What follows belongs to an exercise in optimizing a design on an open flow for small area and a short achievable clock period; a production flow would make more cautious choices.
The RTL was checked by simulation tests, not by an equivalence proof against the original design.
No driver is modelled on the clock port, so clock power and skew are understated where the tree is cut down; a real chip needs a root buffer or a tree.
Power figures rest on the tool's default switching activity, not on a simulated workload.

==> v8: inputs <==
==> flow/design.v <==
module router_nport #(
    parameter int NPORT  = 8,
    parameter int ADDR_W = $clog2(NPORT)
) (
    input  logic             clk,
    input  logic             reset_n,
    input  logic [NPORT-1:0] din,
    input  logic [NPORT-1:0] frame_n,
    input  logic [NPORT-1:0] valid_n,
    output logic [NPORT-1:0] busy_n,
    output logic [NPORT-1:0] dout,
    output logic [NPORT-1:0] valido_n,
    output logic [NPORT-1:0] frameo_n
);
    localparam int N = 8;
    localparam int W = 3;
    logic [W:0]   r_sr    [N];
    logic [N-1:0] w_inArb;
    logic [W-1:0] w_addr  [N];
    logic [N-1:0] r_jg;      
    logic [N-1:0] w_ov;      
    logic [W-1:0] r_ptr   [N];
    logic [N-1:0] r_dout, r_valido, r_frameo;    
    logic [N-1:0] w_arb;
    logic [N-1:0] w_req   [N];    
    logic [N-1:0] w_st    [N];    
    logic [N-1:0] w_gnt   [N];    
    logic [N-1:0] w_granted;
    logic [W-1:0] w_pnext [N];
    logic [N-1:0] w_any;
    logic [N-1:0] w_osel  [N];    
    logic [N-1:0] w_dm, w_v, w_f;
    always_comb begin
        for (int i = 0; i < N; i++) begin
            w_inArb[i]  = r_sr[i][0];
            w_addr[i] = r_sr[i][W:1];
        end
    end
    assign w_arb = w_inArb;
    always_comb begin
        for (int d = 0; d < N; d++)
            for (int i = 0; i < N; i++) begin
                w_req[d][i] = w_arb[i] && (w_addr[i] == d);
                w_st[d][i]  = (r_ptr[d] == i);
            end
    end
    function automatic logic [N-1:0] prefixOr(input logic [N-1:0] x);
        logic [N-1:0] p1, p2, p4;
        p1 = x  | {x[N-2:0], 1'b0};
        p2 = p1 | {p1[N-3:0], 2'b0};
        p4 = p2 | {p2[N-5:0], 4'b0};
        prefixOr = {p4[N-2:0], 1'b0};
    endfunction
    always_comb begin
        w_granted = '0;
        for (int d = 0; d < N; d++) begin
            logic [N-1:0] above, hi, x;
            above = prefixOr(w_st[d]) | w_st[d];    
            hi    = w_req[d] & above;
            x     = (hi != '0) ? hi : w_req[d];
            w_gnt[d] = x & ~prefixOr(x) & {N{!w_ov[d]}};
            w_any[d] = (w_req[d] != '0);
            w_pnext[d] = '0;    
            for (int i = 0; i < N; i++)
                if (w_gnt[d][i]) w_pnext[d] = w_pnext[d] | W'((i + 1) % N);
            w_granted = w_granted | w_gnt[d];
        end
    end
    always_comb begin
        for (int d = 0; d < N; d++)
            for (int i = 0; i < N; i++) w_osel[d][i] = w_st[d][(i + 1) % N];
    end
    for (genvar d = 0; d < N; d++) begin : g_mux
        router_onehot_mux   u_dmux (.sel(w_osel[d]), .a(din),                    .y(w_dm[d]));
        router_onehot_mux_en u_vmux (.sel(w_osel[d]), .a(valid_n), .e(!w_ov[d]), .y_n(w_v[d]));
        router_onehot_mux_en u_fmux (.sel(w_osel[d]), .a(frame_n), .e(!w_ov[d]), .y_n(w_f[d]));
    end
    always_ff @(posedge clk or negedge reset_n) begin
        if (!reset_n) begin
            for (int i = 0; i < N; i++) r_sr[i] <= '0;
        end else begin
            for (int i = 0; i < N; i++) begin
                if (r_sr[i][0]) begin
                    if (w_granted[i]) r_sr[i] <= '0;           
                end else if (frame_n[i]) begin
                    r_sr[i] <= 4'b1000;                        
                end else if (r_sr[i] != '0) begin
                    r_sr[i] <= {din[i], r_sr[i][W:1]};         
                end
            end
        end
    end
    assign w_ov = r_frameo | r_jg;
    always_ff @(posedge clk or negedge reset_n) begin
        if (!reset_n) begin
            r_jg       <= '0;
            r_dout     <= '0;
            r_valido   <= '0;
            r_frameo   <= '0;
            for (int d = 0; d < N; d++) r_ptr[d] <= '0;
        end else begin
            for (int d = 0; d < N; d++) begin
                r_dout[d]     <= w_dm[d] && w_v[d];
                r_valido[d]   <= w_v[d];
                r_frameo[d]   <= w_f[d];
                r_jg[d]       <= !w_ov[d] && w_any[d];
                if (!w_ov[d] && w_any[d]) r_ptr[d] <= w_pnext[d];
            end
        end
    end
    assign busy_n   = ~w_inArb;
    assign dout     = r_dout;
    assign valido_n = ~r_valido;
    assign frameo_n = ~r_frameo;
endmodule
module router_onehot_mux (
    input  logic [7:0] sel,
    input  logic [7:0] a,
    output logic       y
);
    assign y = |(sel & a);
endmodule
module router_onehot_mux_en (
    input  logic [7:0] sel,
    input  logic [7:0] a,
    input  logic       e,
    output logic       y_n
);
    assign y_n = !(|(sel & a) | e);
endmodule
==> flow/flow/run.sh <==
#!/bin/bash
# Own layout flow: the standard layout, with
#  - synthesis by flow/my_synth.tcl: the standard synthesis script plus
#    a hand-mapped one-hot multiplexer module (flow/mux_cells.v),
#  - small port buffers (buf_2 instead of the default delay buffers),
#  - repair_timing aiming for a larger setup margin (the SDC is unchanged),
#  - a one-level clock tree (flow/cts_post.tcl, run as ORFS's POST_CTS_TCL
#    hook): four clkbuf_16 fed from the clock port, one per quadrant.
set -euo pipefail
work=$(pwd)
bash standard.sh SYNTH_SCRIPT=$work/flow/my_synth.tcl synth > synth.log 2>&1
export BUFFER_PORTS_ARGS="-buffer_cell sky130_fd_sc_hd__buf_2"
export SETUP_SLACK_MARGIN=7.3
export POST_CTS_TCL=$work/flow/cts_post.tcl
bash standard.sh finish > layout.log 2>&1
==> flow/flow/cts_post.tcl <==
# POST_CTS hook: replace the clock tree that CTS built (a root buffer and
# eight leaf buffers, two levels) by one level of four clkbuf_16 buffers fed
# straight from the clock port. The flip-flops are split into four
# quadrants (by x, then each half by y) and each buffer sits at the centre of
# its quadrant's flip-flops, so every flip-flop's clock goes through exactly
# one buffer and arrives at about the same time.
set block [ord::get_db_block]
set clknet [$block findNet clk]

# Remove the cells that CTS made (its buffers, and the dummy loads it hangs
# on the tree to balance it) and the nets between them: every cell on a
# CTS net other than at a flip-flop clock pin.
set cts_insts {}
foreach net [$block getNets] {
  if {![string match "clknet_*" [$net getName]]} { continue }
  foreach it [$net getITerms] {
    if {[[$it getMTerm] getName] ne "CLK"} { lappend cts_insts [$it getInst] }
  }
}
foreach it [$clknet getITerms] {
  if {[[$it getMTerm] getName] ne "CLK"} { lappend cts_insts [$it getInst] }
}
foreach inst [lsort -unique $cts_insts] { odb::dbInst_destroy $inst }
foreach net [$block getNets] {
  if {[string match "clknet_*" [$net getName]]} { odb::dbNet_destroy $net }
}
foreach inst [$block getInsts] {
  if {[string match "clkload*" [$inst getName]]} { puts "cts_post: left over [$inst getName]" }
}

# Every flip-flop clock pin, now unconnected, goes back on the clock net.
set sinks {}
foreach inst [$block getInsts] {
  set it [$inst findITerm CLK]
  if {$it eq "NULL" || $it eq ""} { continue }
  if {[$it getNet] ne "NULL" && [$it getNet] ne ""} { $it disconnect }
  set loc [$inst getLocation]
  lappend sinks [list [lindex $loc 0] [lindex $loc 1] $it]
}
puts "cts_post: [llength $sinks] clock pins"

set master [[ord::get_db] findMaster sky130_fd_sc_hd__clkbuf_16]
set sinks [lsort -integer -index 0 $sinks]
set h [expr {[llength $sinks] / 2}]
set groups {}
foreach half [list [lrange $sinks 0 [expr {$h - 1}]] [lrange $sinks $h end]] {
  set half [lsort -integer -index 1 $half]
  set m [expr {[llength $half] / 2}]
  lappend groups [lrange $half 0 [expr {$m - 1}]] [lrange $half $m end]
}
set b 0
foreach part $groups {
  set net [odb::dbNet_create $block "clknet_q$b"]
  $net setSigType CLOCK
  set inst [odb::dbInst_create $block $master "clkbuf_q$b"]
  set sx 0
  set sy 0
  foreach s $part {
    [lindex $s 2] connect $net
    incr sx [lindex $s 0]
    incr sy [lindex $s 1]
  }
  [$inst findITerm A] connect $clknet
  [$inst findITerm X] connect $net
  $inst setLocation [expr {$sx / [llength $part]}] [expr {$sy / [llength $part]}]
  $inst setPlacementStatus PLACED
  incr b
}
detailed_placement
check_placement -verbose
estimate_parasitics -placement
report_clock_latency
==> flow/flow/mux_cells.v <==
// Hand-mapped router_onehot_mux: y = |(sel & a) as four AND-OR-invert
// pairs and a NAND, two gate levels.
module router_onehot_mux (sel, a, y);
  input [7:0] sel;
  input [7:0] a;
  output y;
  wire [3:0] p;
  sky130_fd_sc_hd__a22oi_1 u_p0 (.A1(sel[0]), .A2(a[0]), .B1(sel[1]), .B2(a[1]), .Y(p[0]));
  sky130_fd_sc_hd__a22oi_1 u_p1 (.A1(sel[2]), .A2(a[2]), .B1(sel[3]), .B2(a[3]), .Y(p[1]));
  sky130_fd_sc_hd__a22oi_1 u_p2 (.A1(sel[4]), .A2(a[4]), .B1(sel[5]), .B2(a[5]), .Y(p[2]));
  sky130_fd_sc_hd__a22oi_1 u_p3 (.A1(sel[6]), .A2(a[6]), .B1(sel[7]), .B2(a[7]), .Y(p[3]));
  sky130_fd_sc_hd__nand4_1 u_or (.A(p[0]), .B(p[1]), .C(p[2]), .D(p[3]), .Y(y));
endmodule

// Hand-mapped router_onehot_mux_en: y_n = !(|(sel & a) | e), two gate levels.
module router_onehot_mux_en (sel, a, e, y_n);
  input [7:0] sel;
  input [7:0] a;
  input e;
  output y_n;
  wire [3:0] p;
  sky130_fd_sc_hd__a22oi_1  u_p0 (.A1(sel[0]), .A2(a[0]), .B1(sel[1]), .B2(a[1]), .Y(p[0]));
  sky130_fd_sc_hd__a22oi_1  u_p1 (.A1(sel[2]), .A2(a[2]), .B1(sel[3]), .B2(a[3]), .Y(p[1]));
  sky130_fd_sc_hd__a22oi_1  u_p2 (.A1(sel[4]), .A2(a[4]), .B1(sel[5]), .B2(a[5]), .Y(p[2]));
  sky130_fd_sc_hd__a221oi_1 u_p3 (.A1(sel[6]), .A2(a[6]), .B1(sel[7]), .B2(a[7]), .C1(e), .Y(p[3]));
  sky130_fd_sc_hd__and4_1   u_or (.A(p[0]), .B(p[1]), .C(p[2]), .D(p[3]), .X(y_n));
endmodule
==> flow/flow/my_synth.tcl <==
# synth_recipe.tcl (the standard synthesis script) with one step added
# before the design is flattened: the kept modules router_onehot_mux and
# router_onehot_mux_en, which ABC maps as four-level NAND trees, are replaced
# by the two-level hand-mapped netlists in mux_cells.v (same functions). Registers are not
# touched, so their names and cell types are those of the standard synthesis.
proc synth {args} { yosys synth -nofsm -noshare {*}$args }
source $::env(SCRIPTS_DIR)/synth.tcl
read_verilog -overwrite [file dirname $::env(SYNTH_SCRIPT)]/mux_cells.v
hierarchy -top $::env(DESIGN_NAME)
# left out here: clear keep_hierarchy, flatten, clean up, hide names made inside functions
tee -o $::env(REPORTS_DIR)/synth_stat_final.txt stat -liberty [lindex $::env(LIB_FILES) 0]
# left out here: write 1_2_yosys.v
==> flow/standard.sh <==
#!/bin/bash
# synth_recipe.tcl (not shown) runs the flow's synth.tcl, then flattens the netlist and writes it again
# the make line also repeats each setting of config.mk as NAME=value (left out here)
make -C /OpenROAD-flow-scripts/flow DESIGN_CONFIG=/design/flow/config.mk WORK_HOME=/design/flow/orfs CLKGATE_MAP_FILE= SYNTH_SCRIPT=/design/flow/synth_recipe.tcl "${@:-finish}"
==> flow/config.mk <==
export PLATFORM = sky130hd
export DESIGN_NAME = router_nport
export DESIGN_NICKNAME = router_nport
export VERILOG_FILES = /design/flow/design.v
export SDC_FILE = /design/flow/constraint.sdc
export NUM_CORES = 4
export LEC_CHECK = 0
export ABC_AREA = 1
export CAP_MARGIN = 20
export CORE_MARGIN = 2
export CORE_UTILIZATION = 30
export PLACE_DENSITY = 0.45
export SLEW_MARGIN = 20
export SYNTH_HIERARCHICAL = 1
export SYNTH_MINIMUM_KEEP_SIZE = 0
==> flow/constraint.sdc <==
create_clock -name core_clock -period 10.0 [get_ports {clk}]
set_input_delay 2.0000 -clock core_clock [delete_from_list [all_inputs] [get_ports {clk}]]
set_output_delay 2.0000 -clock core_clock [all_outputs]
set_load 0.01 [all_outputs]
==> v14 (differences from v8) <==
==> flow/design.v, changed modules only <==
module router_nport #(
    parameter int NPORT  = 8,
    parameter int ADDR_W = $clog2(NPORT)
) (
    input  logic             clk,
    input  logic             reset_n,
    input  logic [NPORT-1:0] din,
    input  logic [NPORT-1:0] frame_n,
    input  logic [NPORT-1:0] valid_n,
    output logic [NPORT-1:0] busy_n,
    output logic [NPORT-1:0] dout,
    output logic [NPORT-1:0] valido_n,
    output logic [NPORT-1:0] frameo_n
);
    localparam int N = 8;
    localparam int W = 3;
    logic [W:0]   r_sr    [N];
    logic [N-1:0] w_inArb;
    logic [W-1:0] w_addr  [N];
    logic [N-1:0] r_ov;
    logic [W-1:0] r_ptr   [N];
    logic [N-1:0] r_dout, r_valido, r_frameo;
    logic [N-1:0] w_arb;
    logic [N-1:0] w_req   [N];    
    logic [N-1:0] w_st    [N];    
    logic [N-1:0] w_gnt   [N];    
    logic [N-1:0] w_granted;
    logic [W-1:0] w_pnext [N];
    logic [N-1:0] w_any;
    logic [N-1:0] w_dsel, w_vsel, w_fsel;
    always_comb begin
        for (int i = 0; i < N; i++) begin
            w_inArb[i]  = r_sr[i][0];
            w_addr[i] = r_sr[i][W:1];
        end
    end
    assign w_arb = w_inArb;
    always_comb begin
        for (int d = 0; d < N; d++)
            for (int i = 0; i < N; i++) begin
                w_req[d][i] = w_arb[i] && (w_addr[i] == d);
                w_st[d][i]  = (r_ptr[d] == i);
            end
    end
    function automatic logic [N-1:0] prefixOr(input logic [N-1:0] x);
        logic [N-1:0] p1, p2, p4;
        p1 = x  | {x[N-2:0], 1'b0};
        p2 = p1 | {p1[N-3:0], 2'b0};
        p4 = p2 | {p2[N-5:0], 4'b0};
        prefixOr = {p4[N-2:0], 1'b0};
    endfunction
    always_comb begin
        w_granted = '0;
        for (int d = 0; d < N; d++) begin
            logic [N-1:0] above, hi, x;
            above = prefixOr(w_st[d]) | w_st[d];    
            hi    = w_req[d] & above;
            x     = (hi != '0) ? hi : w_req[d];
            w_gnt[d] = x & ~prefixOr(x) & {N{!r_ov[d]}};
            w_any[d] = (w_req[d] != '0);
            w_pnext[d] = '0;    
            for (int i = 0; i < N; i++)
                if (w_gnt[d][i]) w_pnext[d] = w_pnext[d] | W'((i + 1) % N);
            w_granted = w_granted | w_gnt[d];
        end
    end
    always_comb begin
        for (int d = 0; d < N; d++) begin
            w_dsel[d] = 1'b0;
            w_vsel[d] = 1'b0;
            w_fsel[d] = 1'b0;
            for (int i = 0; i < N; i++) begin
                w_dsel[d] = w_dsel[d] | (w_st[d][(i + 1) % N] & din[i]);
                w_vsel[d] = w_vsel[d] | (w_st[d][(i + 1) % N] & valid_n[i]);
                w_fsel[d] = w_fsel[d] | (w_st[d][(i + 1) % N] & frame_n[i]);
            end
        end
    end
    always_ff @(posedge clk or negedge reset_n) begin
        if (!reset_n) begin
            for (int i = 0; i < N; i++) r_sr[i] <= '0;
        end else begin
            for (int i = 0; i < N; i++) begin
                if (r_sr[i][0]) begin
                    if (w_granted[i]) r_sr[i] <= '0;           
                end else if (frame_n[i]) begin
                    r_sr[i] <= 4'b1000;                        
                end else if (r_sr[i] != '0) begin
                    r_sr[i] <= {din[i], r_sr[i][W:1]};         
                end
            end
        end
    end
    always_ff @(posedge clk or negedge reset_n) begin
        if (!reset_n) begin
            r_ov       <= '0;
            r_dout     <= '0;
            r_valido   <= '0;
            r_frameo   <= '0;
            for (int d = 0; d < N; d++) r_ptr[d] <= '0;
        end else begin
            for (int d = 0; d < N; d++) begin
                if (r_ov[d]) begin
                    r_dout[d]     <= !w_vsel[d] && w_dsel[d];
                    r_valido[d]   <= !w_vsel[d];
                    r_frameo[d]   <= !w_fsel[d];
                    r_ov[d]       <= !w_fsel[d];
                end else begin
                    r_dout[d]     <= 1'b0;
                    r_valido[d]   <= 1'b0;
                    r_frameo[d]   <= 1'b0;
                    if (w_any[d]) begin
                        r_ov[d]  <= 1'b1;
                        r_ptr[d] <= w_pnext[d];
                    end
                end
            end
        end
    end
    assign busy_n   = ~w_inArb;
    assign dout     = r_dout;
    assign valido_n = ~r_valido;
    assign frameo_n = ~r_frameo;
endmodule
// module router_onehot_mux removed
// module router_onehot_mux_en removed
==> flow/flow/run.sh (replaced) <==
#!/bin/bash
# Own layout flow: the standard synthesis and layout, with
#  - small port buffers (buf_2 instead of the default delay buffers),
#  - repair_timing aiming for a larger setup margin (the SDC is unchanged),
#  - a one-level clock tree (flow/cts_post.tcl, run as ORFS's POST_CTS_TCL
#    hook): four clkbuf_16 fed from the clock port, one per quadrant.
set -euo pipefail
work=$(pwd)
bash standard.sh synth > synth.log 2>&1
export BUFFER_PORTS_ARGS="-buffer_cell sky130_fd_sc_hd__buf_2"
export SETUP_SLACK_MARGIN=7.2
export POST_CTS_TCL=$work/flow/cts_post.tcl
bash standard.sh finish > layout.log 2>&1
--- a/flow/flow/cts_post.tcl
+++ b/flow/flow/cts_post.tcl
@@ -8,23 +8,10 @@
 set clknet [$block findNet clk]
 
-# Remove the cells that CTS made (its buffers, and the dummy loads it hangs
-# on the tree to balance it) and the nets between them: every cell on a
-# CTS net other than at a flip-flop clock pin.
-set cts_insts {}
-foreach net [$block getNets] {
-  if {![string match "clknet_*" [$net getName]]} { continue }
-  foreach it [$net getITerms] {
-    if {[[$it getMTerm] getName] ne "CLK"} { lappend cts_insts [$it getInst] }
-  }
+# Remove the buffers and nets that CTS made.
+foreach inst [$block getInsts] {
+  if {[string match "clkbuf_*" [$inst getName]]} { odb::dbInst_destroy $inst }
 }
-foreach it [$clknet getITerms] {
-  if {[[$it getMTerm] getName] ne "CLK"} { lappend cts_insts [$it getInst] }
-}
-foreach inst [lsort -unique $cts_insts] { odb::dbInst_destroy $inst }
 foreach net [$block getNets] {
   if {[string match "clknet_*" [$net getName]]} { odb::dbNet_destroy $net }
-}
-foreach inst [$block getInsts] {
-  if {[string match "clkload*" [$inst getName]]} { puts "cts_post: left over [$inst getName]" }
 }
 
SYNTH_HIERARCHICAL = unset   (was 1)
SYNTH_MINIMUM_KEEP_SIZE = unset   (was 0)
removed: flow/flow/mux_cells.v
removed: flow/flow/my_synth.tcl
==> v35 (differences from v8) <==
==> flow/flow/run.sh (replaced) <==
#!/bin/bash
# Own layout flow: the standard layout, with
#  - synthesis by flow/my_synth.tcl: the standard synthesis script plus
#    a hand-mapped one-hot multiplexer module (flow/mux_cells.v),
#  - small port buffers (buf_4 instead of the default delay buffers),
#  - repair_timing aiming for a larger setup margin (the SDC is unchanged),
#  - a one-level clock tree (flow/cts_post.tcl, run as ORFS's POST_CTS_TCL
#    hook): four clkbuf_16 fed from the clock port, one per quadrant.
set -euo pipefail
work=$(pwd)
bash standard.sh SYNTH_SCRIPT=$work/flow/my_synth.tcl synth > synth.log 2>&1
export BUFFER_PORTS_ARGS="-buffer_cell sky130_fd_sc_hd__buf_4"
export SETUP_SLACK_MARGIN=7.2
export POST_CTS_TCL=$work/flow/cts_post.tcl
bash standard.sh finish > layout.log 2>&1
==> notes <==
Combinational power: v14 is larger than v35 (13%). In area after synthesis, v8 and v35 do not differ. In v35 the cell area is smaller than in v14, by 11%. The lowest via count belongs to v35, the highest to v14. Maximum frequency: v35 is larger than v14 (about 10%). In flip-flop and latch count, v35 and v8 do not differ. In v14 the global-route usage is higher than in v35, by 2.6 points. First-iteration DRC count, lowest first: v8, v14, v35. Power: v8 is larger than v35 (2.8%).
==> figures <==
| item | v8 | v14 | v35 |
|---|---|---|---|
| Run status | finished clean | finished clean | finished clean |
| Violation count after the first detailed-route iteration | 936 | 945 | 1137 |
| Post-placement cell area | 8540 sq um | 8790 sq um | 8680 sq um |
| Avg WL per Cell | 20.9 um | 22.2 um | 20.9 um |
| Total power | 2.72 mW | 2.91 mW | 2.64 mW |
| Number of nets at the end of the flow | 1374 | 1459 | 1368 |
| Net switching share of the total power | 55.8% | 56.6% | 55.0% |
| Total instance count after detailed placement | 1652 | 1720 | 1652 |
| Combinational-cell power consumption | 1.81 mW | 1.97 mW | 1.75 mW |
| Layout cells sized above 1 | 21.1% | 25.3% | 16.8% |
| Stage delay of the slowest cell on the critical path | 0.41 ns | 0.22 ns | 0.42 ns |
| Antenna violations before repair | 0 | 1 | 0 |
| Number of diodes | 0 | 1 | 0 |
| Post-layout utilization of the core | 36.2% | 38.4% | 35.1% |
| Met1 capacity usage during global routing | 34.6% | 37.3% | 33.4% |
| Arrival time at the worst endpoint | 0.80 ns | 3.15 ns | 0.80 ns |
| FILL cells | 2848 | 2950 | 2850 |
| IR drop worst, VDD | 0.111 mV | 0.0949 mV | 0.102 mV |
| Critical register-to-register path endpoint | r_sr[2][2] | r_sr[4][1] | r_sr[0][3] |
No run of this note takes its clock network from TritonCTS; it comes from the design's own scripts or RTL.

static timing again, ports no longer ideal:
In the flow no input, the clock included, has a driving cell. The finished layouts below were timed again as built, in two steps. Step 1: set_driving_cell puts a clkbuf_16 on clk and a buf_2 on each other input, an assumption about the parent block. Step 2, shift: input delay + t, output delay - t, t = (earliest + latest rising clock arrival at the registers) / 2. This alone moves slack from input paths to output paths. a / b / c = no drivers / after step 1 / after step 2; a / b = the first two.
run	shift t [ns]	slack for setup (ns)	latest minus earliest clock arrival (ns)	slew at the worst register clock pin (ns)
v8	0.271	7.201 / 7.096 / 7.085	0.011 / 0.011	0.11 / 0.11
v14	0.268	6.936 / 6.991 / 6.723	0.018 / 0.017	0.11 / 0.11
v35	0.270	7.204 / 7.100 / 7.070	0.017 / 0.017	0.11 / 0.11
After both steps every run listed still meets setup and hold. The setup slack of v14, which loses most, moves by +0.055 ns with the drivers and by -0.213 ns with both steps.
